What follows belongs to an exercise in optimizing a design on an open flow for small area, a short achievable clock period and few clock cycles per item; a production flow would make more cautious choices.
In this exercise RTL edits were held to simulation tests only and were not proved equivalent to the original.
The flow treats the clock pin as an ideal source, which a real chip does not have.
No activity file was given, so power comes from the tool's default toggle rates.

--- design/flow/design.v ---
`default_nettype none
package psd_pkg;
	localparam int SLOT_COUNT_DEF = 16;
	localparam int PAGE_W   = 32;
	localparam int STATUS_W = 3;
	localparam int SLOT_W   = 4;
	typedef enum logic {
		OP_GET    = 1'b0,
		OP_REMOVE = 1'b1
	} op_t;
	typedef enum logic [STATUS_W-1:0] {
		ST_HIT     = 3'd0,
		ST_LOAD    = 3'd1,
		ST_FULL    = 3'd2,
		ST_REMOVED = 3'd3,
		ST_ABSENT  = 3'd4
	} status_t;
	typedef enum logic {
		S_IDLE    = 1'b0,
		S_RESOLVE = 1'b1
	} state_t;
	typedef struct packed {
		logic capture;
		logic resolve;
	} psd_cmd_t;
endpackage
`default_nettype wire
`default_nettype none
module psd_ctrl (
	input  wire logic              clk,
	input  wire logic              arst_n,
	input  wire logic              start,
	output logic                   busy,
	output psd_pkg::psd_cmd_t      cmd
);
	logic res_q;
	always_ff @(posedge clk or negedge arst_n) begin
		if (!arst_n) begin
			res_q <= 1'b0;
		end else begin
			res_q <= start;
		end
	end
	assign busy        = 1'b0;
	assign cmd.capture = start;
	assign cmd.resolve = res_q;
endmodule
`default_nettype wire
`default_nettype none
module psd_datapath #(
	parameter int SLOT_COUNT = psd_pkg::SLOT_COUNT_DEF
) (
	input  wire logic                          clk,
	input  wire logic                          arst_n,
	input  wire psd_pkg::psd_cmd_t             cmd,
	input  wire logic                          operation,
	input  wire logic [psd_pkg::PAGE_W-1:0]    page_id,
	output logic                               done,
	output logic [psd_pkg::STATUS_W-1:0]       status,
	output logic [psd_pkg::SLOT_W-1:0]         slot
);
	localparam int IDX_W = (SLOT_COUNT > 1) ? $clog2(SLOT_COUNT) : 1;
	logic [SLOT_COUNT-1:0]           valid_q;
	logic [psd_pkg::PAGE_W-1:0]      page_q [SLOT_COUNT];
	logic                            op_r;
	logic [psd_pkg::PAGE_W-1:0]      page_r;
	logic [SLOT_COUNT-1:0]           match_r;   
	logic                            same_r;    
	logic                            prev_present;
	logic [SLOT_COUNT-1:0]           prev_onehot;
	logic [SLOT_COUNT-1:0]           match;
	logic [SLOT_COUNT-1:0]           first_free;
	logic [SLOT_COUNT-1:0]           valid_hit;
	logic [SLOT_COUNT-1:0]           valid_miss;
	logic                            below_full;
	logic                            hit_any;
	logic                            free_any;
	logic [IDX_W-1:0]                cmp_idx;
	logic [IDX_W-1:0]                hit_idx;
	logic [IDX_W-1:0]                free_idx;
	logic [psd_pkg::STATUS_W-1:0]    status_d;
	logic [psd_pkg::SLOT_W-1:0]      slot_d;
	logic                            done_q;
	logic [psd_pkg::STATUS_W-1:0]    status_q;
	logic [psd_pkg::SLOT_W-1:0]      slot_q;
	always_ff @(posedge clk) begin
		op_r   <= operation;
		page_r <= page_id;
		same_r <= cmd.resolve && (page_id == page_r);
		for (int k = 0; k < SLOT_COUNT; k++) begin
			match_r[k] <= valid_q[k] && (page_q[k] == page_id);
		end
	end
	always_comb begin
		prev_present = (status_q == psd_pkg::ST_HIT) || (status_q == psd_pkg::ST_LOAD);
		for (int k = 0; k < SLOT_COUNT; k++) begin
			prev_onehot[k] = prev_present && (slot_q == psd_pkg::SLOT_W'(k));
		end
	end
	always_comb begin
		match   = same_r ? prev_onehot : match_r;
		hit_any = same_r ? prev_present : |match_r;
		cmp_idx = '0;
		for (int k = 0; k < SLOT_COUNT; k++) begin
			if (match_r[k]) begin
				cmp_idx = cmp_idx | IDX_W'(k);
			end
		end
		hit_idx  = same_r ? IDX_W'(slot_q) : cmp_idx;
		free_idx = '0;
		for (int k = SLOT_COUNT - 1; k >= 0; k--) begin
			if (!valid_q[k]) begin
				free_idx = IDX_W'(k);
			end
		end
		below_full = 1'b1;
		for (int k = 0; k < SLOT_COUNT; k++) begin
			first_free[k] = !valid_q[k] && below_full;
			below_full    = below_full && valid_q[k];
		end
		free_any = !(&valid_q);
	end
	always_comb begin
		status_d = psd_pkg::ST_ABSENT;
		slot_d   = '0;
		if (op_r == psd_pkg::OP_GET) begin
			if (hit_any) begin
				status_d = psd_pkg::ST_HIT;
				slot_d   = psd_pkg::SLOT_W'(hit_idx);
			end else if (free_any) begin
				status_d = psd_pkg::ST_LOAD;
				slot_d   = psd_pkg::SLOT_W'(free_idx);
			end else begin
				status_d = psd_pkg::ST_FULL;
			end
		end else begin
			if (hit_any) begin
				status_d = psd_pkg::ST_REMOVED;
				slot_d   = psd_pkg::SLOT_W'(hit_idx);
			end
		end
	end
	always_comb begin
		for (int k = 0; k < SLOT_COUNT; k++) begin
			valid_hit[k]  = valid_q[k] && !(cmd.resolve && (op_r == psd_pkg::OP_REMOVE) && match[k]);
			valid_miss[k] = valid_q[k] || (cmd.resolve && (op_r == psd_pkg::OP_GET) && first_free[k]);
		end
	end
	always_ff @(posedge clk or negedge arst_n) begin
		if (!arst_n) begin
			valid_q <= '0;
		end else begin
			valid_q <= hit_any ? valid_hit : valid_miss;
		end
	end
	always_ff @(posedge clk) begin
		for (int k = 0; k < SLOT_COUNT; k++) begin
			if (!valid_q[k]) begin
				page_q[k] <= page_r;
			end
		end
	end
	always_ff @(posedge clk or negedge arst_n) begin
		if (!arst_n) begin
			done_q <= 1'b0;
		end else begin
			done_q <= cmd.resolve;
		end
	end
	always_ff @(posedge clk) begin
		status_q <= status_d;
		slot_q   <= slot_d;
	end
	assign done   = done_q;
	assign status = status_q;
	assign slot   = slot_q;
endmodule
`default_nettype wire
`default_nettype none
module page_slot_directory_top #(
	parameter int SLOT_COUNT = psd_pkg::SLOT_COUNT_DEF
) (
	input  wire logic                          clk,
	input  wire logic                          arst_n,
	input  wire logic                          start,
	output logic                               busy,
	input  wire logic                          operation,
	input  wire logic [psd_pkg::PAGE_W-1:0]    page_id,
	output logic                               done,
	output logic [psd_pkg::STATUS_W-1:0]       status,
	output logic [psd_pkg::SLOT_W-1:0]         slot
);
	psd_pkg::psd_cmd_t cmd;
	psd_ctrl u_ctrl (
		.clk    (clk),
		.arst_n (arst_n),
		.start  (start),
		.busy   (busy),
		.cmd    (cmd)
	);
	psd_datapath #(
		.SLOT_COUNT (SLOT_COUNT)
	) u_datapath (
		.clk       (clk),
		.arst_n    (arst_n),
		.cmd       (cmd),
		.operation (operation),
		.page_id   (page_id),
		.done      (done),
		.status    (status),
		.slot      (slot)
	);
endmodule
`default_nettype wire
--- design/flow/flow/run.sh ---
#!/bin/bash
set -euo pipefail
export BUFFER_PORTS_ARGS="-buffer_cell sky130_fd_sc_hd__buf_4"
export MATCH_CELL_FOOTPRINT=0
bash standard.sh "BUFFER_PORTS_ARGS=-buffer_cell sky130_fd_sc_hd__buf_4" "MATCH_CELL_FOOTPRINT=0" finish > flow_make.log 2>&1
--- design/flow/standard.sh ---
#!/bin/bash
# synth_recipe.tcl (not shown) runs the flow's synth.tcl, then flattens the netlist and writes it again
# the make line also repeats each setting of config.mk as NAME=value (left out here)
make -C /OpenROAD-flow-scripts/flow DESIGN_CONFIG=/design/flow/config.mk WORK_HOME=/design/flow/orfs CLKGATE_MAP_FILE= SYNTH_SCRIPT=/design/flow/synth_recipe.tcl "${@:-finish}"
--- design/flow/config.mk ---
export PLATFORM = sky130hd
export DESIGN_NAME = page_slot_directory_top
export DESIGN_NICKNAME = page_slot_directory_top
export VERILOG_FILES = /design/flow/design.v
export SDC_FILE = /design/flow/constraint.sdc
export NUM_CORES = 4
export LEC_CHECK = 0
export CAP_MARGIN = 20
export CORE_MARGIN = 2
export CORE_UTILIZATION = 40
export CTS_CLUSTER_DIAMETER = 80
export CTS_CLUSTER_SIZE = 24
export SETUP_SLACK_MARGIN = 3.2
export SLEW_MARGIN = 20
--- design/flow/constraint.sdc ---
create_clock -name core_clock -period 5.0 [get_ports {clk}]
set_input_delay 1.0000 -clock core_clock [delete_from_list [all_inputs] [get_ports {clk}]]
set_output_delay 1.0000 -clock core_clock [all_outputs]
set_load 0.01 [all_outputs]
==> qor.tcl, run 1 <==
set qor(timing_max_transition_violations_final) 0
set qor(postSynthNetCount) 1603
set qor(power.density_cell_area_nw_per_um2) 353
set qor(multi_input_comb_area_um2) 7660
set qor(finClkSkew_ns) 0.0764
set qor(pre_cts_slack_ns) 1.82
set qor(route.detailed.vias_per_inst) 5.68
set qor(tritoncts) {yes}
set qor(yosysTopAreaCellShare_pct) 63.2
set qor(floorplan.initialDensity_pct) 40.4
set qor(fin_setup_tns_ns) 0
set qor(synth_flop_cell) {sky130_fd_sc_hd__edfxtp_1}
set qor(synthToLayoutAreaGrowth_pct) 18.2
set qor(syn_avg_cell_area_um2) 15.5
set qor(grt_pass1_wl_mm) 109
set qor(setup_ws_ns) 2.91
set qor(reg2reg_depth) 4
set qor(core.rowCount) 90
set qor(post_synth_edffs) 512
set qor(post-route-util_pct) 47.7
set qor(worstSetupStartpointType) {flop}
set qor(core-area_um2) 60200
set qor(gp_congestion) 0.868
set qor(filler_free_cell_count_of_the_finished_design) 2505
set qor(final.period_utilization_pct) 41.8
set qor(timing.critical_path.max_delay_family) {flip-flops}
set qor(slowest_stage) {sky130_fd_sc_hd__dfrtp_1}
set qor(max_freq_mhz) 478
set qor(buffering_stage_count_on_the_worst_path_with_inverters_included) 1
set qor(grt_antenna_before_repair) 1
set qor(relSlewSlack_pct) 49.6
set qor(die_width_um) 251
set qor(count_of_placed_standard_cells_including_taps) 2363
set qor(buffer_ports.inserted) 43
set qor(clock_buffers_created_by_tritoncts) 30
set qor(first_global_vias) 13600
set qor(drtPass1Iterations) 5
set qor(min_period_ns) 2.09
set qor(placed_area_um2) 25600
set qor(hpwl_mm) 46.0
set qor(root_driver) {sky130_fd_sc_hd__clkbuf_16}
set qor(final_antenna_net_count) 0
set qor(synth_area_um2) 24300
set qor(setup.reg_to_reg.worst_slack_ns) 3.16
set qor(worst-path-max-fanout) 1
set qor(post_cts_hold_buffer_count) 0
set qor(regArea_um2) 17000
set qor(yosys_register_bits) 587
set qor(status) {complete, no violations}
set qor(layout.nets) 1735
set qor(worstMarginPinSlew_ns) 0.751
set qor(worst_r2r_startpoint) {u_datapath.page_q[4][12]}
set qor(cts.clk_slew.worst_paths_ns) 0.10
set qor(grt_setup_unrepaired) {yes}
set qor(top_post_synthesis_cells_by_area) {sky130_fd_sc_hd__edfxtp_1, sky130_fd_sc_hd__xor2_1, sky130_fd_sc_hd__dfxtp_1}
set qor(yosysMostFrequentCell) {sky130_fd_sc_hd__edfxtp_1}
set qor(synth.yosys.warnings) 3
set qor(floorplan.die_area_um2) 62800
set qor(cp-end-kind) {output port}
set qor(grt.total_usage_pct) 24.9
set qor(synth_cell_type_count) 57
set qor(synthCells) 1567
set qor(worst_vdd_rail_ir_drop_v) 0.000330
set qor(drc_errors) 0
set qor(worstPathCellList) {buf_6}
set qor(worstPathArrival_ns) 1.09
set qor(largest_net_degree_at_the_start_of_global_routing) 38
set qor(clkSinkCount) 587
set qor(cts.path.max_buffers) 3
set qor(worst_hold_path_type) {in -> async}
set qor(dieHeight_um) 251
set qor(critPathMaxStageDelay_ns) 0.38
set qor(cp.required_ns) 4.00
set qor(reg2reg_to) {u_datapath.match_r[4]}
set qor(h_tree_lvl_count) 1
set qor(clkLatencyLatePin_ns) 0.67
set qor(ys_async_sr_fraction_pct) 3.07
set qor(timing_hold_violations_final) 0
set qor(biggest_area_consumer_among_synthesized_cells) {sky130_fd_sc_hd__edfxtp_1}
set qor(report.final.setup_viol) 0
set qor(final_area_um2) 28800
set qor(vias) 14200
set qor(criticalPathCategory) {reg -> out}
set qor(fill_cells) 5081
set qor(detail_route.iter0.violations) 1825
set qor(drt_total_wl_mm) 79.0
set qor(wl_per_cell_um) 31.6
set qor(antenna-diode-count) 0
set qor(synth_seq_area_share_pct) 69.7
set qor(share_of_final_layout_standard_cells_stronger_than_drive_strength_1_pct) 20.7
set qor(static-leakage-power_uw) 0.00994
set qor(overflow) 0
set qor(synth.cells.most_frequent) {sky130_fd_sc_hd__edfxtp_1, sky130_fd_sc_hd__xor2_1, sky130_fd_sc_hd__nor4_1, sky130_fd_sc_hd__buf_2, sky130_fd_sc_hd__dfxtp_1}
set qor(max-cap-violations) 0
set qor(ioPinCount) 45
[through the flow]
| step | hold slack [ns] | total power [uW] |
|---|---|---|
| after global placement | 0.568 | 7110 |
| after floorplan | 0.449 | 6690 |
| after global routing | 0.256 | 10400 |
| after CTS | 0.249 | 10100 |
| after detailed placement | 0.567 | 7140 |
| final | 0.258 | 10100 |
[report_power, final]
group | internal, uW | leakage, uW | total [uW] | switching [uW]
sequential | 5730 | 0.00545 | 5910 | 185
clock | 1230 | 0.000454 | 2860 | 1620
combinational | 478 | 0.00403 | 1370 | 897
total | 7440 | 0.00994 | 10100 | 2710
[layout make-up]
cell class	instances	share of cell area (%)
sequential	587	59.2
multi-input combinational	883	26.6
timing repair buffer	169	6.92
tap	782	3.40
clock buffer	49	2.89
inverter	27	0.444
clock inverter	7	0.435
timing repair inverter	1	0.0261
[cell families (layout without fill, tap and decap cells)]
kind of cell    count (synthesis)  in the layout  share of synthesized area (%)
compound gates                 77             77                           2.29
xor+xnor                      539            539                           19.4
buf+inv                        97            253                           1.93
flops                         587            587                           69.7
mux                             2              2                         0.0874
other cells                     1              1                         0.0154
simple gates                  264            264                           6.53
[registers in the layout, indices dropped and copies added (netlist names)]
signal / flops
u_datapath.op_r: 1
u_ctrl.res_q: 1
u_datapath.match_r: 16
u_datapath.slot_q: 4
u_datapath.status_q: 3
u_datapath.valid_q: 16
u_datapath.same_r: 1
u_datapath.page_q: 512
u_datapath.page_r: 32
u_datapath.done_q: 1
[worst max path at each step]
stage	start	end	slack, ns	depth (start not counted)
6_report	u_datapath.done_q	done	2.91	1
5_1_grt	u_datapath.done_q	done	2.86	1
4_1_cts	u_datapath.done_q	done	2.88	1
3_5_place_dp	page_id[15]	u_datapath.match_r[6]	1.82	5
3_3_place_gp	page_id[29]	u_datapath.match_r[3]	1.75	5
2_1_floorplan	page_id[7]	u_datapath.same_r	3.02	6
[per-layer routing]
layer	GRT usage (%)	up-vias	routed length, um
met5	0	-	0
met4	5.87	0	2260
met3	3.03	112	6230
met1	34.0	7451	31700
met2	42.5	701	38900
li1	-	5973	-
[cell usage in the layout (no fill, tap or decap), drive strengths merged, types with 23 or more instances in the layout]
cell type,synthesis,layout
clkbuf,3,51
nand3,39,39
buf,67,167
nand4,29,29
o21ai,23,23
edfxtp,512,512
nor3,37,37
nor4,120,120
dfxtp,57,57
inv,26,25
xnor2,43,43
xor2,496,496
[repair_timing]
item | 4_1_cts | 5_1_grt
endpoints found under the hold margin | 0 | 0
pin swaps | 34 | 29
setup buffers | 68 | 15
gates cloned | 2 | 1
endpoints found under the setup margin | 92 | 39
resized for setup | 232 | 68
Testbench counts, summed over its fixed seeds: cycles 16,016, items 16,000.
==> run 2: changes to the inputs <==
--- a/design/flow/config.mk
+++ b/design/flow/config.mk
@@ -11,4 +11,5 @@
 export CTS_CLUSTER_DIAMETER = 80
 export CTS_CLUSTER_SIZE = 24
+export PLACE_DENSITY = 0.75
 export SETUP_SLACK_MARGIN = 3.2
 export SLEW_MARGIN = 20
==> run 2 against run 1 <==
  * Maximum frequency is 0.92% lower
  * Hold slack lost 0.011 ns
  * Final area is 1.9% lower
  * Critical endpoint unchanged
  * Flip-flop and latch count did not move
  * Sequential power hardly changed
  * Setup slack worse by 0.020 ns
==> qor.tcl, run 2 <==
set qor(worst_hold_path_type) {in -> async}
set qor(gp_congestion) 0.899
set qor(worst_vdd_rail_ir_drop_v) 0.000331
set qor(critical_path_origin) {u_datapath.done_q}
set qor(worstMarginPinSlew_ns) 0.641
set qor(yosysMostFrequentCell) {sky130_fd_sc_hd__edfxtp_1}
set qor(post_synth_edffs) 512
set qor(cts.path.max_buffers) 3
set qor(worst-path-max-fanout) 1
set qor(clkSinkCount) 587
set qor(cts.clk_slew.worst_paths_ns) 0.10
set qor(relSlewSlack_pct) 57.3
set qor(cp.depth) 1
set qor(wl_per_cell_um) 30.5
set qor(share_of_final_layout_standard_cells_stronger_than_drive_strength_1_pct) 17.7
set qor(yosysTopAreaCellShare_pct) 63.2
set qor(drc_errors) 0
set qor(core.rowCount) 90
set qor(synth.cells.most_frequent) {sky130_fd_sc_hd__edfxtp_1, sky130_fd_sc_hd__xor2_1, sky130_fd_sc_hd__nor4_1, sky130_fd_sc_hd__buf_2, sky130_fd_sc_hd__dfxtp_1}
set qor(worstPathArrival_ns) 1.11
set qor(layout.cells.most_common_list) {sky130_fd_sc_hd__edfxtp_1, sky130_fd_sc_hd__xor2_1, sky130_fd_sc_hd__buf_4}
set qor(grt_pass1_wl_mm) 104
set qor(timing.critical_path.max_delay_family) {flip-flops}
set qor(status) {complete, no violations}
set qor(reg2reg_depth) 5
set qor(root_driver) {sky130_fd_sc_hd__clkbuf_16}
set qor(worstPathCellList) {buf_6}
set qor(synth_area_um2) 24300
set qor(floorplan.die_area_um2) 62800
set qor(clock_buffers_created_by_tritoncts) 30
set qor(synth_cell_type_count) 57
set qor(cp-end-kind) {output port}
set qor(drt_total_wl_mm) 75.5
set qor(cp.required_ns) 4.00
set qor(synth_flop_cell) {sky130_fd_sc_hd__edfxtp_1}
set qor(synth.yosys.warnings) 3
set qor(slowest_stage) {sky130_fd_sc_hd__dfrtp_1}
set qor(buffer_ports.inserted) 43
set qor(grt_setup_unrepaired) {yes}
set qor(largest_net_degree_at_the_start_of_global_routing) 38
set qor(core-area_um2) 60200
set qor(syn_avg_cell_area_um2) 15.5
set qor(setup.reg_to_reg.worst_slack_ns) 3.18
set qor(report.final.setup_viol) 0
set qor(h_tree_lvl_count) 1
set qor(top_post_synthesis_cells_by_area) {sky130_fd_sc_hd__edfxtp_1, sky130_fd_sc_hd__xor2_1, sky130_fd_sc_hd__dfxtp_1}
set qor(static-leakage-power_uw) 0.00965
set qor(worstSetupStartpointType) {flop}
set qor(route.detailed.vias_per_inst) 5.75
set qor(dieHeight_um) 251
set qor(final_area_um2) 28200
set qor(ioPinCount) 45
set qor(yosys_register_bits) 587
set qor(max_freq_mhz) 474
set qor(synthToLayoutAreaGrowth_pct) 15.9
set qor(synthCells) 1567
set qor(critPathMaxStageDelay_ns) 0.38
set qor(min_period_ns) 2.11
set qor(post-route-util_pct) 46.8
set qor(final_antenna_net_count) 0
set qor(overflow) 0
set qor(first_global_vias) 13800
set qor(clkLatencyLatePin_ns) 0.62
set qor(worst_r2r_startpoint) {u_datapath.page_r[12]}
set qor(drtPass1Iterations) 5
set qor(fin_setup_tns_ns) 0
set qor(layout.nets) 1703
set qor(postSynthNetCount) 1603
set qor(synth_seq_area_share_pct) 69.7
set qor(vias) 14200
set qor(timing_max_transition_violations_final) 0
set qor(ys_async_sr_fraction_pct) 3.07
set qor(detail_route.iter0.violations) 1978
set qor(largest_register) {u_datapath.page_q}
set qor(floorplan.initialDensity_pct) 40.4
set qor(hpwl_mm) 45.2
set qor(criticalPathCategory) {reg -> out}
set qor(timing_hold_violations_final) 0
set qor(buffering_stage_count_on_the_worst_path_with_inverters_included) 1
set qor(biggest_area_consumer_among_synthesized_cells) {sky130_fd_sc_hd__edfxtp_1}
set qor(die_width_um) 251
set qor(max-cap-violations) 0
set qor(biggestRegsByFlops) {u_datapath.page_q x512, u_datapath.page_r x32}
set qor(final.period_utilization_pct) 42.2
set qor(grt.total_usage_pct) 23.4
set qor(mostFrequentLayoutCell) {sky130_fd_sc_hd__edfxtp_1}
set qor(finClkSkew_ns) 0.0372
set qor(largest_register_ff_count) 512
set qor(power.density_cell_area_nw_per_um2) 356
set qor(placed_area_um2) 25600
set qor(grt_antenna_before_repair) 2
set qor(tritoncts) {yes}
==> run 2: cell counts after synthesis <==
No cell type changed its count.
==> run 2: worst reg2reg max path: stages, from the launching register on <==
cell and delay, ns:
sky130_fd_sc_hd__dfxtp_1 0.33, sky130_fd_sc_hd__buf_6 0.29, sky130_fd_sc_hd__xor2_1 0.17, sky130_fd_sc_hd__nor4_4 0.49
sky130_fd_sc_hd__nand3_1 0.18, sky130_fd_sc_hd__nor3_2 0.28
==> run 2: path summary, 6_finish.rpt <==
check                                          end
max in group asynchronous    u_datapath.valid_q[0]
hold / removal              u_datapath.valid_q[10]
hold reg to reg            u_datapath.page_q[7][7]
setup reg to reg                 u_datapath.same_r
min in group core_clock            u_datapath.op_r
setup / recovery                              done
==> run 2: power by group <==
part | internal, uW | switching, uW | leakage (uW)
clock | 1210 | 1570 | 0.000448
combinational | 455 | 907 | 0.00375
sequential | 5730 | 190 | 0.00545
==> run 2: metrics by stage <==
stage | power, uW | cells | hold slack, ns | setup slack (ns)
global placement | 7090 | 2363 | 0.546 | 1.85
CTS | 9950 | 2429 | 0.243 | 2.87
global route | 10300 | 2473 | 0.243 | 2.85
finish | 10100 | 2474 | 0.246 | 2.89
detailed placement | 7130 | 2363 | 0.536 | 1.86
floorplan | 6690 | 1567 | 0.449 | 3.02
==> run 2: per-layer routing <==
metal / track usage (%) / routed length [um] / up-vias
met5: 0 / 13 / -
met4: 12.3 / 4680 / 2
met3: 3.41 / 6810 / 191
met2: 37.9 / 35100 / 848
met1: 30.6 / 28900 / 7296
li1: - / - / 5897
==> run 2: kinds of logic (layout without fill, tap and decap cells) <==
logic type / Yosys count / count (layout) / synth area share, %
other: 1 / 2 / 0.0154
xor gates and xnor gates: 539 / 539 / 19.4
and+or+nand+nor: 264 / 264 / 6.53
DFF: 587 / 587 / 69.7
muxes: 2 / 2 / 0.0874
AOI/OAI and AO/OA: 77 / 77 / 2.29
buffers and inverters: 97 / 221 / 1.93
==> run 2: final cells by class <==
| cell class | count | area (um^2) |
|---|---|---|
| multi-input cells | 883 | 7680 |
| repair buffers | 137 | 1470 |
| well taps | 782 | 978 |
| clock inverters | 6 | 76.3 |
| inverters | 27 | 113 |
| repair inverters | 1 | 7.51 |
| flip-flops and latches | 587 | 17000 |
| clock buffers | 50 | 857 |
| diodes | 1 | 2.50 |
| fillers | 5025 | 32000 |
==> run 2: repair_timing <==
action,4_1_cts,5_1_grt
buffers inserted,9,43
setup endpoints to repair,78,40
hold buffers,0,0
resized for setup,161,75
pin swaps,13,24
gates cloned,1,1
==> run 3: changes to the inputs <==
--- a/design/flow/config.mk
+++ b/design/flow/config.mk
@@ -8,5 +8,5 @@
 export CAP_MARGIN = 20
 export CORE_MARGIN = 2
-export CORE_UTILIZATION = 40
+export CORE_UTILIZATION = 65
 export CTS_CLUSTER_DIAMETER = 80
 export CTS_CLUSTER_SIZE = 24
==> run 3 against run 2 <==
  * Global-route usage up 14 points
  * Largest power group unchanged
  * First-iteration DRC count shrank 13%
  * Highest routed layer unchanged
  * Flip-flop and latch count unchanged
  * Clock skew decreased by 0.017 ns
==> qor.tcl, run 3 <==
set qor(setup.reg_to_reg.worst_slack_ns) 3.19
set qor(synth.cells.most_frequent) {sky130_fd_sc_hd__edfxtp_1, sky130_fd_sc_hd__xor2_1, sky130_fd_sc_hd__nor4_1, sky130_fd_sc_hd__buf_2, sky130_fd_sc_hd__dfxtp_1}
set qor(floorplan.die_area_um2) 39000
set qor(post-layout-total-power_uw) 9860
set qor(largest_register) {u_datapath.page_q}
set qor(synthMuxAreaShare_pct) 0.0874
set qor(dieHeight_um) 197
set qor(layout.cells.most_common_list) {sky130_fd_sc_hd__edfxtp_1, sky130_fd_sc_hd__xor2_1, sky130_fd_sc_hd__nor4_1}
set qor(synth_cell_type_count) 57
set qor(criticalPathCategory) {reg -> out}
set qor(clkLatencyLatePin_ns) 0.60
set qor(biggest_area_consumer_among_synthesized_cells) {sky130_fd_sc_hd__edfxtp_1}
set qor(largest_register_ff_count) 512
set qor(grt_antenna_before_repair) 3
set qor(largest_net_degree_at_the_start_of_global_routing) 38
set qor(hpwl_mm) 42.6
set qor(worst_hold_path_type) {in -> async}
set qor(synthToLayoutAreaGrowth_pct) 10.9
set qor(worst_r2r_startpoint) {u_datapath.valid_q[2]}
set qor(core-area_um2) 36700
set qor(drc_errors) 0
set qor(max-cap-violations) 0
set qor(ys_async_sr_fraction_pct) 3.07
set qor(share_of_final_layout_standard_cells_stronger_than_drive_strength_1_pct) 13.9
set qor(adder_and_majority_cell_fraction_of_the_synthesized_area_pct) 0
set qor(core.rowCount) 70
set qor(relSlewSlack_pct) 55.1
set qor(status) {complete, no violations}
set qor(worstSetupStartpointType) {flop}
set qor(clkSinkCount) 587
set qor(final.period_utilization_pct) 41.9
set qor(postSynthNetCount) 1603
set qor(overflow) 0
set qor(static-leakage-power_uw) 0.00928
set qor(buffering_stage_count_on_the_worst_path_with_inverters_included) 1
set qor(min_period_ns) 2.10
set qor(biggestRegsByFlops) {u_datapath.page_q x512, u_datapath.page_r x32}
set qor(synthCells) 1567
set qor(worst-path-max-fanout) 1
set qor(post_synth_xor_area_fraction_pct) 19.4
set qor(count_of_placed_standard_cells_including_taps) 2052
set qor(cp.required_ns) 4.00
set qor(timing.critical_path.max_delay_family) {flip-flops}
set qor(ioPinCount) 45
set qor(worstPathArrival_ns) 1.10
set qor(post_synth_edffs) 512
set qor(clock_buffers_created_by_tritoncts) 29
set qor(drtPass1Iterations) 5
set qor(cp-end-kind) {output port}
set qor(report.final.setup_viol) 0
set qor(root_driver) {sky130_fd_sc_hd__clkbuf_16}
set qor(worstPathCellList) {buf_6}
set qor(mostFrequentLayoutCell) {sky130_fd_sc_hd__edfxtp_1}
set qor(yosys_register_bits) 587
set qor(final_antenna_net_count) 0
set qor(grt_setup_unrepaired) {yes}
set qor(syn_avg_cell_area_um2) 15.5
set qor(wl_per_cell_um) 33.5
set qor(whs_ns) 0.262
set qor(worst_vdd_rail_ir_drop_v) 0.000313
set qor(cts.clk_slew.worst_paths_ns) 0.10
set qor(critPathMaxStageDelay_ns) 0.38
set qor(die_width_um) 197
set qor(fin_setup_tns_ns) 0
set qor(grt_pass1_wl_mm) 98.8
set qor(reg2reg_to) {u_datapath.slot_q[0]}
set qor(first_global_vias) 13700
set qor(layout.nets) 1663
set qor(finClkSkew_ns) 0.0202
set qor(simple_gate_portion_of_the_synthesized_area_pct) 6.53
set qor(h_tree_lvl_count) 1
set qor(power.density_cell_area_nw_per_um2) 366
set qor(yosysMostFrequentCell) {sky130_fd_sc_hd__edfxtp_1}
set qor(gp_congestion) 0.900
set qor(synth_compound_area_share_pct) 2.29
set qor(yosysTopAreaCellShare_pct) 63.2
set qor(vias) 14200
set qor(buffer_ports.inserted) 43
set qor(worstMarginPinSlew_ns) 0.672
set qor(max_freq_mhz) 477
set qor(synth_area_um2) 24300
set qor(top_post_synthesis_cells_by_area) {sky130_fd_sc_hd__edfxtp_1, sky130_fd_sc_hd__xor2_1, sky130_fd_sc_hd__dfxtp_1}
set qor(tritoncts) {yes}
set qor(reg2reg_depth) 5
set qor(detail_route.iter0.violations) 1725
set qor(synth_top_family_by_area) {XOR/XNOR gates}
set qor(slowest_stage) {sky130_fd_sc_hd__dfrtp_1}
set qor(synth_flop_cell) {sky130_fd_sc_hd__edfxtp_1}
set qor(floorplan.initialDensity_pct) 66.3
set qor(route.detailed.vias_per_inst) 6.68
set qor(drt_total_wl_mm) 70.9
set qor(synth_seq_area_share_pct) 69.7
set qor(timing_hold_violations_final) 0
set qor(timing_max_transition_violations_final) 0
set qor(grt.total_usage_pct) 36.9
set qor(cts.path.max_buffers) 3
set qor(filler_free_cell_count_of_the_finished_design) 2119
set qor(synth.yosys.warnings) 3
## run 3: cell counts after synthesis
No cell type changed its count.
## run 3: what timing repair did
item | CTS | global route
hold buffers | 0 | 0
gates cloned | 1 | 1
gates resized for setup | 110 | 46
setup endpoints to repair | 97 | 51
pin swaps | 2 | 10
setup buffers | 10 | 0
## run 3: layer usage
metal  part of all wire [%]  up-vias  track usage [%]
met2                     48      927             60.0
li1                       -     5832                -
met4                    5.3        2             16.8
met5                  0.016        -                0
met3                    9.8      178             4.08
met1                     37     7213             51.1
## run 3: worst max path at each step
stage | cells after the start | to | slack [ns] | start
global route | 1 | done | 2.88 | u_datapath.done_q
global placement | 5 | u_datapath.match_r[9] | 2.02 | page_id[13]
CTS | 1 | done | 2.90 | u_datapath.done_q
detailed placement | 5 | u_datapath.match_r[9] | 2.03 | page_id[19]
floorplan | 6 | u_datapath.same_r | 3.02 | page_id[7]
finish | 1 | done | 2.90 | u_datapath.done_q
## run 3: through the flow
| step | setup WS [ns] | utilization [%] | instance area (um^2) |
|---|---|---|---|
| 2_1_floorplan | 3.02 | - | 25100 |
| 3_3_place_gp | 2.02 | 68.8 | 25300 |
| 3_5_place_dp | 2.03 | 68.8 | 25300 |
| 5_1_grt | 2.88 | 73.5 | 27000 |
| 6_report | 2.90 | 73.5 | 27000 |
| 4_1_cts | 2.90 | 72.9 | 26700 |
## run 3: cell families after synthesis
logic type | count (synthesis)
buffers and inverters | 97
other | 1
AOI/OAI and AO/OA | 77
muxes | 2
and+or+nand+nor | 264
xor gates and xnor gates | 539
DFF | 587
## run 3: final cells by class
cell class / count / area (um^2)
Inverter: 27 / 123
Antenna cell: 1 / 2.50
Timing Repair inverter: 1 / 7.51
Multi-Input combinational cell: 884 / 7420
Fill cell: 2312 / 9730
Clock buffer: 48 / 797
Timing Repair Buffer: 97 / 940
Tap cell: 468 / 586
Clock inverter: 6 / 103
Sequential cell: 587 / 17000
## run 3: power breakdown
part	total (uW)	switching, uW	internal, uW
logic	1210	828	387
clock network	2740	1520	1220
registers	5910	178	5730
==> run 4: changes to the inputs <==
--- a/design/flow/config.mk
+++ b/design/flow/config.mk
@@ -8,8 +8,8 @@
 export CAP_MARGIN = 20
 export CORE_MARGIN = 2
-export CORE_UTILIZATION = 65
-export CTS_CLUSTER_DIAMETER = 80
+export CORE_UTILIZATION = 55
+export CTS_CLUSTER_DIAMETER = 60
 export CTS_CLUSTER_SIZE = 24
-export PLACE_DENSITY = 0.75
+export PLACE_DENSITY = 0.7
 export SETUP_SLACK_MARGIN = 3.2
 export SLEW_MARGIN = 20
==> run 4 against run 3 <==
  * Hold slack better by 0.027 ns
  * Wire length up 7.2%
  * Clock skew up 0.0036 ns
  * Combinational power up 14%
  * Utilization down 8.1 points
  * Sequential power about the same
  * Clock-buffer cell count down 4
  * Synthesized cell count unchanged
  * Flip-flop and latch count unchanged
  * Largest power group unchanged
==> qor.tcl, run 4 <==
set qor(finClkSkew_ns) 0.0238
set qor(h_tree_lvl_count) 2
set qor(max_freq_mhz) 483
set qor(timing.critical_path.max_delay_family) {flip-flops}
set qor(antenna-diode-count) 0
set qor(syn_avg_cell_area_um2) 15.5
set qor(power.density_cell_area_nw_per_um2) 373
set qor(layout.cells.most_common_list) {sky130_fd_sc_hd__edfxtp_1, sky130_fd_sc_hd__xor2_1, sky130_fd_sc_hd__buf_4}
set qor(worst_hold_path_type) {in -> async}
set qor(critical_path_origin) {u_datapath.done_q}
set qor(report.final.setup_viol) 0
set qor(drtPass1Iterations) 5
set qor(fin_setup_tns_ns) 0
set qor(post_synth_edffs) 512
set qor(gp_congestion) 0.919
set qor(worst-path-max-fanout) 1
set qor(max-cap-violations) 0
set qor(wl_per_cell_um) 32.6
set qor(grt_pass1_wl_mm) 104
set qor(grt.total_usage_pct) 32.4
set qor(layout.nets) 1745
set qor(cellInternalPower_uw) 7850
set qor(synth_flop_cell) {sky130_fd_sc_hd__edfxtp_1}
set qor(worst_r2r_startpoint) {u_datapath.page_q[12][1]}
set qor(ioPinCount) 45
set qor(tritoncts) {yes}
set qor(mostFrequentLayoutCell) {sky130_fd_sc_hd__edfxtp_1}
set qor(biggest_area_consumer_among_synthesized_cells) {sky130_fd_sc_hd__edfxtp_1}
set qor(root_driver) {sky130_fd_sc_hd__clkbuf_16}
set qor(cp-end-kind) {output port}
set qor(yosysMostFrequentCell) {sky130_fd_sc_hd__edfxtp_1}
set qor(largest_net_degree_at_the_start_of_global_routing) 38
set qor(hpwl_mm) 43.9
set qor(worstPathCellList) {buf_6}
set qor(setup.reg_to_reg.worst_slack_ns) 3.19
set qor(dieHeight_um) 214
set qor(drt_total_wl_mm) 76.1
set qor(slowest_stage) {sky130_fd_sc_hd__dfrtp_1}
set qor(worstSetupStartpointType) {flop}
set qor(buffering_stage_count_on_the_worst_path_with_inverters_included) 1
set qor(synth.cells.most_frequent) {sky130_fd_sc_hd__edfxtp_1, sky130_fd_sc_hd__xor2_1, sky130_fd_sc_hd__nor4_1, sky130_fd_sc_hd__buf_2, sky130_fd_sc_hd__dfxtp_1}
set qor(pre_cts_slack_ns) 1.88
set qor(critPathMaxStageDelay_ns) 0.37
set qor(yosys_register_bits) 587
set qor(final.period_utilization_pct) 41.4
set qor(clock_buffers_created_by_tritoncts) 38
set qor(final_antenna_net_count) 0
set qor(worstMarginPinSlew_ns) 0.643
set qor(switch_pwr_uw) 2880
set qor(core.rowCount) 77
set qor(ys_async_sr_fraction_pct) 3.07
set qor(p_sw_share_pct) 26.8
set qor(overflow) 0
set qor(top_post_synthesis_cells_by_area) {sky130_fd_sc_hd__edfxtp_1, sky130_fd_sc_hd__xor2_1, sky130_fd_sc_hd__dfxtp_1}
set qor(worstPathArrival_ns) 1.07
set qor(clkLatencyLatePin_ns) 0.60
set qor(yosysTopAreaCellShare_pct) 63.2
set qor(synth.yosys.warnings) 3
set qor(first_global_vias) 13800
set qor(buffer_ports.inserted) 43
set qor(postSynthNetCount) 1603
set qor(share_of_final_layout_standard_cells_stronger_than_drive_strength_1_pct) 21.1
set qor(min_period_ns) 2.07
set qor(synth_cell_type_count) 57
set qor(static-leakage-power_uw) 0.0101
set qor(timing_hold_violations_final) 0
set qor(grt_setup_unrepaired) {yes}
set qor(reg2reg_to) {u_datapath.match_r[12]}
set qor(status) {complete, no violations}
set qor(synthCells) 1567
set qor(clock_power_share_pct) 32.0
set qor(cts.path.max_buffers) 3
set qor(synth_seq_area_share_pct) 69.7
set qor(power.combinational.fraction_pct) 12.8
set qor(largest_register) {u_datapath.page_q}
set qor(floorplan.die_area_um2) 45900
set qor(power.sequential.fraction_pct) 55.1
set qor(die_width_um) 214
set qor(timing_max_transition_violations_final) 0
set qor(clkSinkCount) 587
set qor(vias) 14500
set qor(synthToLayoutAreaGrowth_pct) 18.2
set qor(worst_vdd_rail_ir_drop_v) 0.000238
set qor(cp.required_ns) 4.00
set qor(post_cts_hold_buffer_count) 0
set qor(synth_area_um2) 24300
set qor(reg2reg_depth) 4
set qor(grt_antenna_before_repair) 3
set qor(core-area_um2) 43900
set qor(largest_register_ff_count) 512
set qor(route.detailed.vias_per_inst) 6.23
set qor(detail_route.iter0.violations) 2290
set qor(cts.clk_slew.worst_paths_ns) 0.08
set qor(floorplan.initialDensity_pct) 55.4
set qor(setup_ws_ns) 2.93
set qor(biggestRegsByFlops) {u_datapath.page_q x512, u_datapath.page_r x32}
set qor(drc_errors) 0
set qor(relSlewSlack_pct) 57.1
set qor(criticalPathCategory) {reg -> out}
[run 4: power groups by stage]
stage | clock, uW | sequential, uW | combinational [uW]
2_1_floorplan | 0 | 6000 | 691
5_1_grt | 3600 | 5940 | 1440
3_3_place_gp | 0 | 6010 | 1110
4_1_cts | 3440 | 5900 | 1250
3_5_place_dp | 0 | 6020 | 1110
6_report | 3440 | 5920 | 1380
[run 4: area by class of cell]
cell class / count / area [um^2]
multi-input cells: 884 / 7770
inverters: 27 / 115
clock inverters: 25 / 305
repair buffers: 171 / 1810
clock buffers: 44 / 995
well taps: 592 / 741
fillers: 3155 / 15200
flip-flops and latches: 587 / 17000
[run 4: stage by stage]
| step | hold WS [ns] | instances | util (%) | instance area (um^2) | power, uW |
|---|---|---|---|---|---|
| global route | 0.300 | 2330 | 65.4 | 28700 | 11000 |
| global placement | 0.476 | 2178 | 57.9 | 25400 | 7120 |
| CTS | 0.289 | 2266 | 63.1 | 27700 | 10600 |
| floorplan | 0.449 | 1567 | - | 25100 | 6690 |
| detailed placement | 0.479 | 2178 | 57.9 | 25400 | 7130 |
| finish | 0.290 | 2330 | 65.4 | 28700 | 10700 |
[run 4: cell families (layout without fill, tap and decap cells)]
logic type	after synthesis	after routing	share of synthesized area, %
other	1	1	0.0154
AO/OA/AOI/OAI	77	78	2.29
multiplexers	2	2	0.0874
XOR/XNOR	539	539	19.4
flip-flops	587	587	69.7
AND/OR/NAND/NOR	264	264	6.53
buffers and inverters	97	267	1.93
[run 4: worst reg2reg max path: stages, from the launching register on]
cell and delay [ns]:
sky130_fd_sc_hd__edfxtp_1 0.47, sky130_fd_sc_hd__xor2_4 0.22, sky130_fd_sc_hd__nor4_4 0.43, sky130_fd_sc_hd__nand4_1 0.36, sky130_fd_sc_hd__nor3_2 0.24
[run 4: repair_timing]
action / CTS / global route
endpoints found under the setup margin: 48 / 36
pin swaps: 18 / 35
buffers inserted: 19 / 59
gates cloned: 0 / 5
gates resized for setup: 176 / 77
[run 4: how the worst max path moves through the flow]
| stage | end | slack [ns] | cells past startpoint |
|---|---|---|---|
| final | done | 2.93 | 1 |
| after global routing | done | 2.89 | 1 |
| after CTS | done | 2.90 | 1 |
| after detailed placement | u_datapath.match_r[12] | 1.88 | 5 |
| after global placement | u_datapath.match_r[9] | 1.92 | 5 |
| after floorplan | u_datapath.same_r | 3.02 | 6 |
[run 4: per-layer routing]
metal  global-route usage [%]  wire, um
met5                        0        13
met4                     11.5      3230
met2                     52.3     36000
met3                     5.36      7860
met1                     44.9     29000
==> run 5: changes to the inputs <==
==> design/flow/flow/run.sh (replaced) <==
#!/bin/bash
set -euo pipefail
here=$(cd "$(dirname "$0")" && pwd)
args=("BUFFER_PORTS_ARGS=-buffer_cell sky130_fd_sc_hd__buf_4" "MATCH_CELL_FOOTPRINT=0")
export BUFFER_PORTS_ARGS="-buffer_cell sky130_fd_sc_hd__buf_4"
export MATCH_CELL_FOOTPRINT=0
if [[ -f "$here/cts_args" ]]; then
  export CTS_ARGS="$(tr '\n' ' ' < "$here/cts_args")"
  args+=("CTS_ARGS=$CTS_ARGS")
fi
bash standard.sh "${args[@]}" finish > flow_make.log 2>&1
==> design/flow/flow/cts_args (new file) <==
-sink_clustering_enable -repair_clock_nets -sink_clustering_size 24 -sink_clustering_max_diameter 80 -dont_use_dummy_load
--- a/design/flow/config.mk
+++ b/design/flow/config.mk
@@ -8,8 +8,6 @@
 export CAP_MARGIN = 20
 export CORE_MARGIN = 2
-export CORE_UTILIZATION = 55
-export CTS_CLUSTER_DIAMETER = 60
-export CTS_CLUSTER_SIZE = 24
-export PLACE_DENSITY = 0.7
+export CORE_UTILIZATION = 65
+export PLACE_DENSITY = 0.75
 export SETUP_SLACK_MARGIN = 3.2
 export SLEW_MARGIN = 20
==> run 5 against run 4 <==
  * Die area shrank 15%
  * Critical endpoint unchanged
  * Non-clock buffer count shrank 63
  * Global-route usage grew 4.7 points
  * Via count shrank 2.6%
  * Critical path depth is the same
  * Clock-buffer cell count shrank 15
  * Register-to-register slack is essentially flat
  * Sequential power is essentially flat
  * Largest cell class unchanged
  * Largest power group unchanged
  * Synthesized area is the same
  * Synthesized cell count is the same
  * Still clean
==> qor.tcl, run 5 <==
set qor(status) {complete, no violations}
set qor(ioPinCount) 45
set qor(worstSetupStartpointType) {flop}
set qor(timing_max_transition_violations_final) 0
set qor(multi_input_comb_area_um2) 7430
set qor(slowest_stage) {sky130_fd_sc_hd__dfrtp_1}
set qor(wire_length_on_met2_mm) 33.9
set qor(synth_compound_area_share_pct) 2.29
set qor(yosysTopAreaCellShare_pct) 63.2
set qor(max_freq_mhz) 481
set qor(yosys_register_bits) 587
set qor(timing.critical_path.max_delay_family) {flip-flops}
set qor(layout.cells.most_common_list) {sky130_fd_sc_hd__edfxtp_1, sky130_fd_sc_hd__xor2_1, sky130_fd_sc_hd__nor4_1}
set qor(mostFrequentLayoutCell) {sky130_fd_sc_hd__edfxtp_1}
set qor(synth_seq_area_share_pct) 69.7
set qor(drtPass1Iterations) 5
set qor(share_of_final_layout_standard_cells_stronger_than_drive_strength_1_pct) 14.6
set qor(worst_vdd_rail_ir_drop_v) 0.000356
set qor(synthCells) 1567
set qor(grt_pass1_wl_mm) 98.9
set qor(ys_async_sr_fraction_pct) 3.07
set qor(report.final.setup_viol) 0
set qor(timing_hold_violations_final) 0
set qor(clock_buffers_created_by_tritoncts) 29
set qor(gp_congestion) 0.900
set qor(largest_register_ff_count) 512
set qor(worstPathCellList) {buf_6}
set qor(critPathMaxStageDelay_ns) 0.38
set qor(grt_setup_unrepaired) {yes}
set qor(detail_route.iter0.violations) 1829
set qor(wl_per_cell_um) 33.7
set qor(synth.yosys.warnings) 3
set qor(synth_flop_cell) {sky130_fd_sc_hd__edfxtp_1}
set qor(hpwl_mm) 42.6
set qor(wirelength_met1_mm) 26.0
set qor(power.density_cell_area_nw_per_um2) 356
set qor(die_width_um) 197
set qor(clkSinkCount) 587
set qor(cp.required_ns) 4.00
set qor(grt.total_usage_pct) 37.0
set qor(floorplan.die_area_um2) 39000
set qor(core.rowCount) 70
set qor(post_synth_xor_area_fraction_pct) 19.4
set qor(drt_total_wl_mm) 70.9
set qor(root_driver) {sky130_fd_sc_hd__clkbuf_16}
set qor(dieHeight_um) 197
set qor(cts.path.max_buffers) 3
set qor(buffering_stage_count_on_the_worst_path_with_inverters_included) 1
set qor(route.detailed.vias_per_inst) 6.71
set qor(biggest_area_consumer_among_synthesized_cells) {sky130_fd_sc_hd__edfxtp_1}
set qor(synth_area_um2) 24300
set qor(simple_gate_portion_of_the_synthesized_area_pct) 6.53
set qor(floorplan.initialDensity_pct) 66.3
set qor(top_post_synthesis_cells_by_area) {sky130_fd_sc_hd__edfxtp_1, sky130_fd_sc_hd__xor2_1, sky130_fd_sc_hd__dfxtp_1}
set qor(relSlewSlack_pct) 54.5
set qor(adder_and_majority_cell_fraction_of_the_synthesized_area_pct) 0
set qor(regArea_um2) 17000
set qor(first_global_vias) 13700
set qor(largest_net_degree_at_the_start_of_global_routing) 38
set qor(cp-end-kind) {output port}
set qor(overflow) 0
set qor(layout.nets) 1673
set qor(final.period_utilization_pct) 41.6
set qor(criticalPathCategory) {reg -> out}
set qor(synth.cells.most_frequent) {sky130_fd_sc_hd__edfxtp_1, sky130_fd_sc_hd__xor2_1, sky130_fd_sc_hd__nor4_1, sky130_fd_sc_hd__buf_2, sky130_fd_sc_hd__dfxtp_1}
set qor(drc_errors) 0
set qor(max-cap-violations) 0
set qor(wl_met3_mm) 7.00
set qor(fin_setup_tns_ns) 0
set qor(worstPathArrival_ns) 1.08
set qor(synth_cell_type_count) 57
set qor(clkLatencyLatePin_ns) 0.60
set qor(vias) 14100
set qor(final_antenna_net_count) 0
set qor(synthMuxAreaShare_pct) 0.0874
set qor(static-leakage-power_uw) 0.00927
set qor(yosysMostFrequentCell) {sky130_fd_sc_hd__edfxtp_1}
set qor(synth_top_family_by_area) {XOR/XNOR gates}
set qor(worst-path-max-fanout) 1
set qor(biggestRegsByFlops) {u_datapath.page_q x512, u_datapath.page_r x32}
set qor(tritoncts) {yes}
set qor(fill_cells) 2313
set qor(whs_ns) 0.276
set qor(post_synth_edffs) 512
set qor(finClkSkew_ns) 0.0511
set qor(max_used_layer) {met4}
set qor(post-route-util_pct) 73.4
set qor(syn_avg_cell_area_um2) 15.5
set qor(core-area_um2) 36700
set qor(h_tree_lvl_count) 1
set qor(postSynthNetCount) 1603
set qor(worst_hold_path_type) {in -> async}
set qor(cts.clk_slew.worst_paths_ns) 0.10
set qor(buffer_ports.inserted) 43
set qor(worstMarginPinSlew_ns) 0.676
set qor(min_period_ns) 2.08
set qor(synthToLayoutAreaGrowth_pct) 10.7
set qor(grt_antenna_before_repair) 2
set qor(largest_register) {u_datapath.page_q}
[run 5: cell counts after synthesis]
Identical to the previous run, type by type.
[run 5: power by group]
part	leakage, uW	internal (uW)	switching (uW)	total, uW
Sequential	0.00545	5730	176	5900
Combinational	0.00346	395	829	1220
Clock	0.000357	1030	1430	2460
Total	0.00927	7150	2430	9580
[run 5: layer usage]
layer | vias up | GRT usage, %
met5 | - | 0
met4 | 0 | 16.8
met3 | 171 | 3.77
met2 | 914 | 60.7
met1 | 7222 | 50.9
li1 | 5825 | -
[run 5: cell families (layout without fill, tap and decap cells)]
group / Yosys count / count (layout)
XOR/XNOR: 539 / 539
flip-flops: 587 / 587
AO/OA/AOI/OAI: 77 / 77
other: 1 / 3
multiplexers: 2 / 2
buffers and inverters: 97 / 165
AND/OR/NAND/NOR: 264 / 264
[run 5: stage by stage]
step                      total power, uW  cell area, um^2  worst slack (ns)  instances
after floorplan                      6690            25100              3.02       1567
after global placement               7050            25300              2.02       2052
after detailed placement             7080            25300              2.03       2052
after CTS                            9520            26600              2.91       2095
after global routing                 9820            26900              2.90       2103
final                                9580            26900              2.92       2105
[run 5: final timing paths]
check                                       from  slack (ns)                        end  depth (start not counted)
setup / recovery               u_datapath.done_q        2.92                       done                          1
min in group core_clock    u_datapath.page_r[15]        0.49  u_datapath.page_q[11][15]                          0
hold reg to reg            u_datapath.page_r[15]        0.49  u_datapath.page_q[11][15]                          0
hold / removal                            arst_n        0.28     u_datapath.valid_q[10]                          1
max in group asynchronous                 arst_n        4.49      u_datapath.valid_q[8]                          1
setup reg to reg           u_datapath.match_r[6]        3.19     u_datapath.valid_q[15]                          5
[run 5: area by class of cell]
| class | count | area share, % |
|---|---|---|
| timing repair inverter | 1 | 0.0279 |
| tap | 468 | 2.17 |
| clock buffer | 29 | 2.69 |
| antenna | 2 | 0.0186 |
| multi-input combinational | 883 | 27.6 |
| inverter | 27 | 0.446 |
| sequential | 587 | 63.1 |
| timing repair buffer | 108 | 3.91 |
[run 5: repair_timing]
action | in CTS | in global routing
buffers inserted | 13 | 8
hold buffers | 0 | 0
resized for setup | 116 | 51
gates cloned | 1 | 0
endpoints found under the setup margin | 98 | 49
pin swaps | 7 | 13
==> run 6: changes to the inputs <==
==> design/flow/flow/cts_args (replaced) <==
-sink_clustering_enable -repair_clock_nets -sink_clustering_size 44 -sink_clustering_max_diameter 60 -dont_use_dummy_load
--- a/design/flow/config.mk
+++ b/design/flow/config.mk
@@ -10,4 +10,4 @@
 export CORE_UTILIZATION = 65
 export PLACE_DENSITY = 0.75
-export SETUP_SLACK_MARGIN = 3.2
+export SETUP_SLACK_MARGIN = 3.0
 export SLEW_MARGIN = 20
==> run 6 against run 5 <==
  * Sequential power hardly changed
  * Setup slack gained 0.041 ns
  * Final area decreased by 0.78%
  * First-iteration DRC count up 13%
  * Synthesized area unchanged
  * Die area stayed put
  * Register-to-register slack worse by 0.07 ns
==> qor.tcl, run 6 <==
set qor(status) {complete, no violations}
set qor(drt_total_wl_mm) 71.7
set qor(drtPass1Iterations) 5
set qor(synthToLayoutAreaGrowth_pct) 9.85
set qor(grt.total_usage_pct) 37.8
set qor(timing_hold_violations_final) 0
set qor(criticalPathCategory) {reg -> out}
set qor(grt_pass1_wl_mm) 99.9
set qor(slowest_stage) {sky130_fd_sc_hd__dfrtp_1}
set qor(yosysTopAreaCellShare_pct) 63.2
set qor(post_synth_xor_area_fraction_pct) 19.4
set qor(cp.required_ns) 4.00
set qor(synth.yosys.warnings) 3
set qor(yosys_register_bits) 587
set qor(synth_cell_type_count) 57
set qor(synthCells) 1567
set qor(tritoncts) {yes}
set qor(worst_r2r_startpoint) {u_datapath.status_q[2]}
set qor(h_tree_lvl_count) 2
set qor(setup_ws_ns) 2.96
set qor(synth_compound_area_share_pct) 2.29
set qor(worst_vdd_rail_ir_drop_v) 0.000349
set qor(filler_free_cell_count_of_the_finished_design) 2098
set qor(final.period_utilization_pct) 40.8
set qor(route.detailed.vias_per_inst) 6.76
set qor(synth_top_family_by_area) {XOR/XNOR gates}
set qor(largest_net_degree_at_the_start_of_global_routing) 38
set qor(critPathMaxStageDelay_ns) 0.37
set qor(worstMarginPinSlew_ns) 0.968
set qor(worst_hold_path_type) {in -> async}
set qor(grt_antenna_before_repair) 2
set qor(setup.reg_to_reg.worst_slack_ns) 3.12
set qor(ioPinCount) 45
set qor(ys_async_sr_fraction_pct) 3.07
set qor(vias) 14200
set qor(cts.path.max_buffers) 3
set qor(largest_register) {u_datapath.page_q}
set qor(largest_register_ff_count) 512
set qor(max_freq_mhz) 490
set qor(static-leakage-power_uw) 0.00924
set qor(synth_area_um2) 24300
set qor(clkLatencyLatePin_ns) 0.60
set qor(post_cts_hold_buffer_count) 0
set qor(finClkSkew_ns) 0.0603
set qor(timing.critical_path.max_delay_family) {flip-flops}
set qor(wl_per_cell_um) 34.2
set qor(biggestRegsByFlops) {u_datapath.page_q x512, u_datapath.page_r x32}
set qor(synth_flop_cell) {sky130_fd_sc_hd__edfxtp_1}
set qor(clock_buffers_created_by_tritoncts) 37
set qor(min_period_ns) 2.04
set qor(postSynthNetCount) 1603
set qor(share_of_final_layout_standard_cells_stronger_than_drive_strength_1_pct) 12.5
set qor(buffer_ports.inserted) 43
set qor(first_global_vias) 13500
set qor(reg2reg_to) {u_datapath.valid_q[3]}
set qor(root_driver) {sky130_fd_sc_hd__clkbuf_16}
set qor(count_of_placed_standard_cells_including_taps) 2050
set qor(final_antenna_net_count) 0
set qor(dieHeight_um) 197
set qor(cts.clk_slew.worst_paths_ns) 0.06
set qor(cp-end-kind) {output port}
set qor(max-cap-violations) 0
set qor(layout.cells.most_common_list) {sky130_fd_sc_hd__edfxtp_1, sky130_fd_sc_hd__xor2_1, sky130_fd_sc_hd__nor4_1}
set qor(synth.cells.most_frequent) {sky130_fd_sc_hd__edfxtp_1, sky130_fd_sc_hd__xor2_1, sky130_fd_sc_hd__nor4_1, sky130_fd_sc_hd__buf_2, sky130_fd_sc_hd__dfxtp_1}
set qor(die_width_um) 197
set qor(hpwl_mm) 43.3
set qor(top_post_synthesis_cells_by_area) {sky130_fd_sc_hd__edfxtp_1, sky130_fd_sc_hd__xor2_1, sky130_fd_sc_hd__dfxtp_1}
set qor(pre_cts_slack_ns) 2.05
set qor(adder_and_majority_cell_fraction_of_the_synthesized_area_pct) 0
set qor(synth_seq_area_share_pct) 69.7
set qor(biggest_area_consumer_among_synthesized_cells) {sky130_fd_sc_hd__edfxtp_1}
set qor(yosysMostFrequentCell) {sky130_fd_sc_hd__edfxtp_1}
set qor(worstPathCellList) {buf_6}
set qor(report.final.setup_viol) 0
set qor(clkSinkCount) 587
set qor(reg2reg_depth) 5
set qor(drc_errors) 0
set qor(floorplan.die_area_um2) 39000
set qor(power.density_cell_area_nw_per_um2) 373
set qor(detail_route.iter0.violations) 2072
set qor(core-area_um2) 36700
set qor(gp_congestion) 0.914
set qor(timing_max_transition_violations_final) 0
set qor(layout.nets) 1667
set qor(mostFrequentLayoutCell) {sky130_fd_sc_hd__edfxtp_1}
set qor(fin_setup_tns_ns) 0
set qor(syn_avg_cell_area_um2) 15.5
set qor(overflow) 0
set qor(buffering_stage_count_on_the_worst_path_with_inverters_included) 1
set qor(worstPathArrival_ns) 1.04
set qor(floorplan.initialDensity_pct) 66.3
set qor(worstSetupStartpointType) {flop}
set qor(core.rowCount) 70
set qor(relSlewSlack_pct) 35.4
set qor(grt_setup_unrepaired) {yes}
set qor(synthMuxAreaShare_pct) 0.0874
set qor(post-route-util_pct) 72.8
set qor(post_synth_edffs) 512
set qor(worst-path-max-fanout) 1
set qor(simple_gate_portion_of_the_synthesized_area_pct) 6.53
==> run 6: power by group <==
| part | switching, uW | leakage, uW | internal, uW |
|---|---|---|---|
| Clock | 1510 | 0.000456 | 1320 |
| Sequential | 179 | 0.00545 | 5730 |
| Combinational | 859 | 0.00333 | 368 |
| Total | 2550 | 0.00924 | 7420 |
==> run 6: final cells by class <==
cell class                 count  area, um^2
antenna                        1        2.50
clock buffer                  37         926
fill                        2314        9970
inverter                      27         110
multi-input combinational    883        7250
sequential                   587       17000
tap                          468         586
timing repair buffer          94         848
timing repair inverter         1        7.51
==> run 6: per-layer routing <==
layer	GRT usage, %	share of wire [%]	vias to the layer above
met4	18.2	5.3	0
met5	0	0	-
li1	-	-	5808
met3	6.23	11	173
met2	58.5	47	947
met1	53.0	37	7253
==> run 6: cells by family after synthesis <==
| group | after synthesis |
|---|---|
| compound gates | 77 |
| xor+xnor | 539 |
| buf+inv | 97 |
| simple gates | 264 |
| mux | 2 |
| flops | 587 |
| other cells | 1 |
==> run 6: how the worst max path moves through the flow <==
stage | slack (ns) | endpoint | from | cells past startpoint
finish | 2.96 | done | u_datapath.done_q | 1
global route | 2.94 | done | u_datapath.done_q | 1
CTS | 2.94 | done | u_datapath.done_q | 1
detailed placement | 2.05 | u_datapath.match_r[3] | page_id[21] | 5
global placement | 1.86 | u_datapath.match_r[9] | page_id[14] | 5
floorplan | 2.94 | u_datapath.same_r | page_id[1] | 6
==> run 6: through the flow <==
stage,area [um^2],hold WS (ns),total power (uW)
floorplan,24800,0.449,6660
global placement,25200,0.424,7070
detailed placement,25200,0.417,7100
CTS,26600,0.297,9920
global route,26700,0.324,10200
finish,26700,0.308,9970
==> run 6: what timing repair did <==
item | in CTS | in global routing
setup buffers | 8 | 1
cloned | 1 | 0
pin swaps | 0 | 4
setup endpoints to repair | 30 | 30
resized for setup | 82 | 32
==> run 7: changes to the inputs <==
--- a/design/flow/config.mk
+++ b/design/flow/config.mk
@@ -10,4 +10,4 @@
 export CORE_UTILIZATION = 65
 export PLACE_DENSITY = 0.75
-export SETUP_SLACK_MARGIN = 3.0
+export SETUP_SLACK_MARGIN = 3.2
 export SLEW_MARGIN = 20
==> run 7 against run 6 <==
  * Critical endpoint unchanged
  * Critical path depth is the same
  * First-iteration DRC count fell by 12%
  * Highest routed layer unchanged
  * Largest power group unchanged
  * Combinational power about the same
  * Non-clock buffer count grew 11
==> qor.tcl, run 7 <==
set qor(relSlewSlack_pct) 55.7
set qor(core.rowCount) 70
set qor(worst_vdd_rail_ir_drop_v) 0.000395
set qor(power.sequential.fraction_pct) 59.4
set qor(root_driver) {sky130_fd_sc_hd__clkbuf_16}
set qor(worstSetupStartpointType) {flop}
set qor(ioPinCount) 45
set qor(p_sw_share_pct) 25.1
set qor(overflow) 0
set qor(setup.reg_to_reg.worst_slack_ns) 3.20
set qor(timing_max_transition_violations_final) 0
set qor(h_tree_lvl_count) 2
set qor(ys_async_sr_fraction_pct) 3.07
set qor(synthCells) 1567
set qor(postSynthNetCount) 1603
set qor(fin_setup_tns_ns) 0
set qor(final_area_um2) 27200
set qor(route.detailed.vias_per_inst) 6.73
set qor(detail_route.iter0.violations) 1823
set qor(vias) 14200
set qor(final_antenna_net_count) 0
set qor(criticalPathCategory) {reg -> out}
set qor(post_cts_hold_buffer_count) 0
set qor(biggest_area_consumer_among_synthesized_cells) {sky130_fd_sc_hd__edfxtp_1}
set qor(adder_and_majority_cell_fraction_of_the_synthesized_area_pct) 0
set qor(largest_net_degree_at_the_start_of_global_routing) 38
set qor(worst_hold_path_type) {in -> async}
set qor(mostFrequentLayoutCell) {sky130_fd_sc_hd__edfxtp_1}
set qor(timing_hold_violations_final) 0
set qor(layout.nets) 1678
set qor(synth_cell_type_count) 57
set qor(max_freq_mhz) 492
set qor(dieHeight_um) 197
set qor(top_post_synthesis_cells_by_area) {sky130_fd_sc_hd__edfxtp_1, sky130_fd_sc_hd__xor2_1, sky130_fd_sc_hd__dfxtp_1}
set qor(critPathMaxStageDelay_ns) 0.38
set qor(die_width_um) 197
set qor(core-area_um2) 36700
set qor(cellInternalPower_uw) 7450
set qor(grt_pass1_wl_mm) 99.8
set qor(clock_power_share_pct) 28.1
set qor(largest_register) {u_datapath.page_q}
set qor(gp_congestion) 0.900
set qor(cp-end-kind) {output port}
set qor(finClkSkew_ns) 0.0459
set qor(grt_antenna_before_repair) 2
set qor(power.combinational.fraction_pct) 12.5
set qor(synth.yosys.warnings) 3
set qor(placed_area_um2) 25300
set qor(cp.required_ns) 4.00
set qor(max-cap-violations) 0
set qor(grt.total_usage_pct) 37.5
set qor(biggestRegsByFlops) {u_datapath.page_q x512, u_datapath.page_r x32}
set qor(reg2reg_to) {u_datapath.valid_q[8]}
set qor(yosysTopAreaCellShare_pct) 63.2
set qor(slowest_stage) {sky130_fd_sc_hd__dfrtp_1}
set qor(post_synth_edffs) 512
set qor(worstPathArrival_ns) 1.03
set qor(clkSinkCount) 587
set qor(min_period_ns) 2.03
set qor(yosysMostFrequentCell) {sky130_fd_sc_hd__edfxtp_1}
set qor(drtPass1Iterations) 5
set qor(synth_compound_area_share_pct) 2.29
set qor(worstMarginPinSlew_ns) 0.664
set qor(cts.path.max_buffers) 3
set qor(simple_gate_portion_of_the_synthesized_area_pct) 6.53
set qor(worst-path-max-fanout) 1
set qor(timing.critical_path.max_delay_family) {flip-flops}
set qor(yosys_register_bits) 587
set qor(post_synth_xor_area_fraction_pct) 19.4
set qor(buffering_stage_count_on_the_worst_path_with_inverters_included) 1
set qor(static-leakage-power_uw) 0.00939
set qor(switch_pwr_uw) 2500
set qor(syn_avg_cell_area_um2) 15.5
set qor(synthToLayoutAreaGrowth_pct) 11.9
set qor(buffer_ports.inserted) 43
set qor(cp.depth) 1
set qor(first_global_vias) 13900
set qor(synth_seq_area_share_pct) 69.7
set qor(drc_errors) 0
set qor(report.final.setup_viol) 0
set qor(power.density_cell_area_nw_per_um2) 365
set qor(critical_path_origin) {u_datapath.done_q}
set qor(clkLatencyLatePin_ns) 0.55
set qor(reg2reg_depth) 6
set qor(worst_r2r_startpoint) {u_datapath.match_r[7]}
set qor(cts.clk_slew.worst_paths_ns) 0.08
set qor(hpwl_mm) 42.6
set qor(layout.cells.most_common_list) {sky130_fd_sc_hd__edfxtp_1, sky130_fd_sc_hd__xor2_1, sky130_fd_sc_hd__nor4_1}
set qor(floorplan.initialDensity_pct) 66.3
set qor(synth_area_um2) 24300
set qor(drt_total_wl_mm) 71.6
set qor(floorplan.die_area_um2) 39000
set qor(status) {complete, no violations}
set qor(final.period_utilization_pct) 40.7
set qor(synthMuxAreaShare_pct) 0.0874
set qor(synth_flop_cell) {sky130_fd_sc_hd__edfxtp_1}
set qor(wl_per_cell_um) 33.9
set qor(largest_register_ff_count) 512
set qor(worstPathCellList) {buf_6}
set qor(synth_top_family_by_area) {XOR/XNOR gates}
set qor(share_of_final_layout_standard_cells_stronger_than_drive_strength_1_pct) 15.2
set qor(grt_setup_unrepaired) {yes}
set qor(synth.cells.most_frequent) {sky130_fd_sc_hd__edfxtp_1, sky130_fd_sc_hd__xor2_1, sky130_fd_sc_hd__nor4_1, sky130_fd_sc_hd__buf_2, sky130_fd_sc_hd__dfxtp_1}
set qor(tritoncts) {yes}
set qor(clock_buffers_created_by_tritoncts) 37
==> run 7: cell types whose count changed in the layout (fill, tap and decap cells not counted), moves of 3 or more <==
cell	before	now
sky130_fd_sc_hd__nor4_2	26	39
sky130_fd_sc_hd__buf_12	0	8
sky130_fd_sc_hd__buf_4	57	64
sky130_fd_sc_hd__inv_1	22	19
sky130_fd_sc_hd__buf_6	36	15
sky130_fd_sc_hd__nor3_2	4	9
sky130_fd_sc_hd__buf_8	1	17
sky130_fd_sc_hd__nor4_1	81	67
sky130_fd_sc_hd__xnor2_2	0	7
sky130_fd_sc_hd__nor3_1	33	26
sky130_fd_sc_hd__xnor2_1	43	36
==> run 7: through the flow <==
step | hold WS (ns) | power [uW] | setup WS [ns] | utilization [%] | std cells
floorplan | 0.449 | 6690 | 3.02 | - | 1567
global placement | 0.451 | 7050 | 2.02 | 68.8 | 2052
detailed placement | 0.464 | 7080 | 2.03 | 68.8 | 2052
CTS | 0.310 | 9880 | 2.95 | 73.2 | 2101
global route | 0.323 | 10200 | 2.94 | 74.2 | 2108
finish | 0.321 | 9950 | 2.97 | 74.2 | 2109
==> run 7: cells by family (layout without fill, tap and decap cells) <==
| kind of cell | Yosys count | in the layout |
|---|---|---|
| muxes | 2 | 2 |
| other | 1 | 2 |
| AOI/OAI and AO/OA | 77 | 77 |
| buffers and inverters | 97 | 170 |
| DFF | 587 | 587 |
| xor gates and xnor gates | 539 | 539 |
| and+or+nand+nor | 264 | 264 |
==> run 7: how the worst max path moves through the flow <==
stage                            end  slack, ns
2_1_floorplan      u_datapath.same_r       3.02
3_3_place_gp   u_datapath.match_r[9]       2.02
3_5_place_dp   u_datapath.match_r[9]       2.03
4_1_cts                         done       2.95
5_1_grt                         done       2.94
6_report                        done       2.97
==> run 7: metal layers <==
| layer | track usage [%] | part of all wire, % | wire length, um | up-vias |
|---|---|---|---|---|
| li1 | - | - | - | 5848 |
| met1 | 50.9 | 37 | 26800 | 7225 |
| met2 | 60.0 | 47 | 33700 | 945 |
| met3 | 5.48 | 9.7 | 6960 | 179 |
| met4 | 19.2 | 5.7 | 4100 | 0 |
| met5 | 0 | 0 | 0 | - |
==> run 7: power groups by stage <==
stage	registers, uW	logic [uW]	clock network, uW
after detailed placement	6020	1060	0
after floorplan	6000	691	0
final	5910	1250	2790
after global placement	6000	1050	0
after CTS	5900	1180	2800
after global routing	5930	1310	2960
==> run 7: cell type report <==
class	instances	area [um^2]
antenna	1	2.50
clock buffer	37	926
fill	2263	9470
inverter	27	123
multi-input combinational	883	7490
sequential	587	17000
tap	468	586
timing repair buffer	105	1090
timing repair inverter	1	7.51
==> run 7: repair_timing <==
item | in CTS | in global routing
gates resized for setup | 134 | 58
setup buffers | 11 | 7
pin swaps | 12 | 19
gates cloned | 1 | 0
endpoints found under the setup margin | 98 | 41

what the ideal ports hide:
In the flow no input, the clock included, has a driving cell. The finished layouts below were timed again as built, in two steps. Step 1, drivers: a clkbuf_16 drives clk and a buf_2 each remaining input, both assumed. Step 2 moves the port delays by t, midway between the first and last clock arrival at a register: inputs arrive t later, outputs are due t later. That takes back most of the time a late clock gives input paths. a / b / c = ideal / step 1 / step 2; a / b = the first two.
| run | t (ns) | slack for setup (ns) | worst setup path at the end | pins driven straight from the clock port |
|---|---|---|---|---|
| run 1 | 0.692 | 2.908 / 2.845 / 2.365 | input to register | 1 |
| run 2 | 0.661 | 2.889 / 2.830 / 2.463 | input to register | 1 |
| run 3 | 0.652 | 2.905 / 2.848 / 2.563 | input to register | 1 |
| run 4 | 0.646 | 2.930 / 2.871 / 2.459 | input to register | 1 |
| run 5 | 0.631 | 2.919 / 2.864 / 2.523 | input to register | 1 |
| run 6 | 0.625 | 2.960 / 2.904 / 2.385 | input to register | 1 |
| run 7 | 0.589 | 2.967 / 2.910 / 2.555 | input to register | 1 |
After both steps every run listed still meets setup and hold. The setup slack of run 6, which loses most, moves by -0.056 ns with the drivers and by -0.575 ns with both steps.
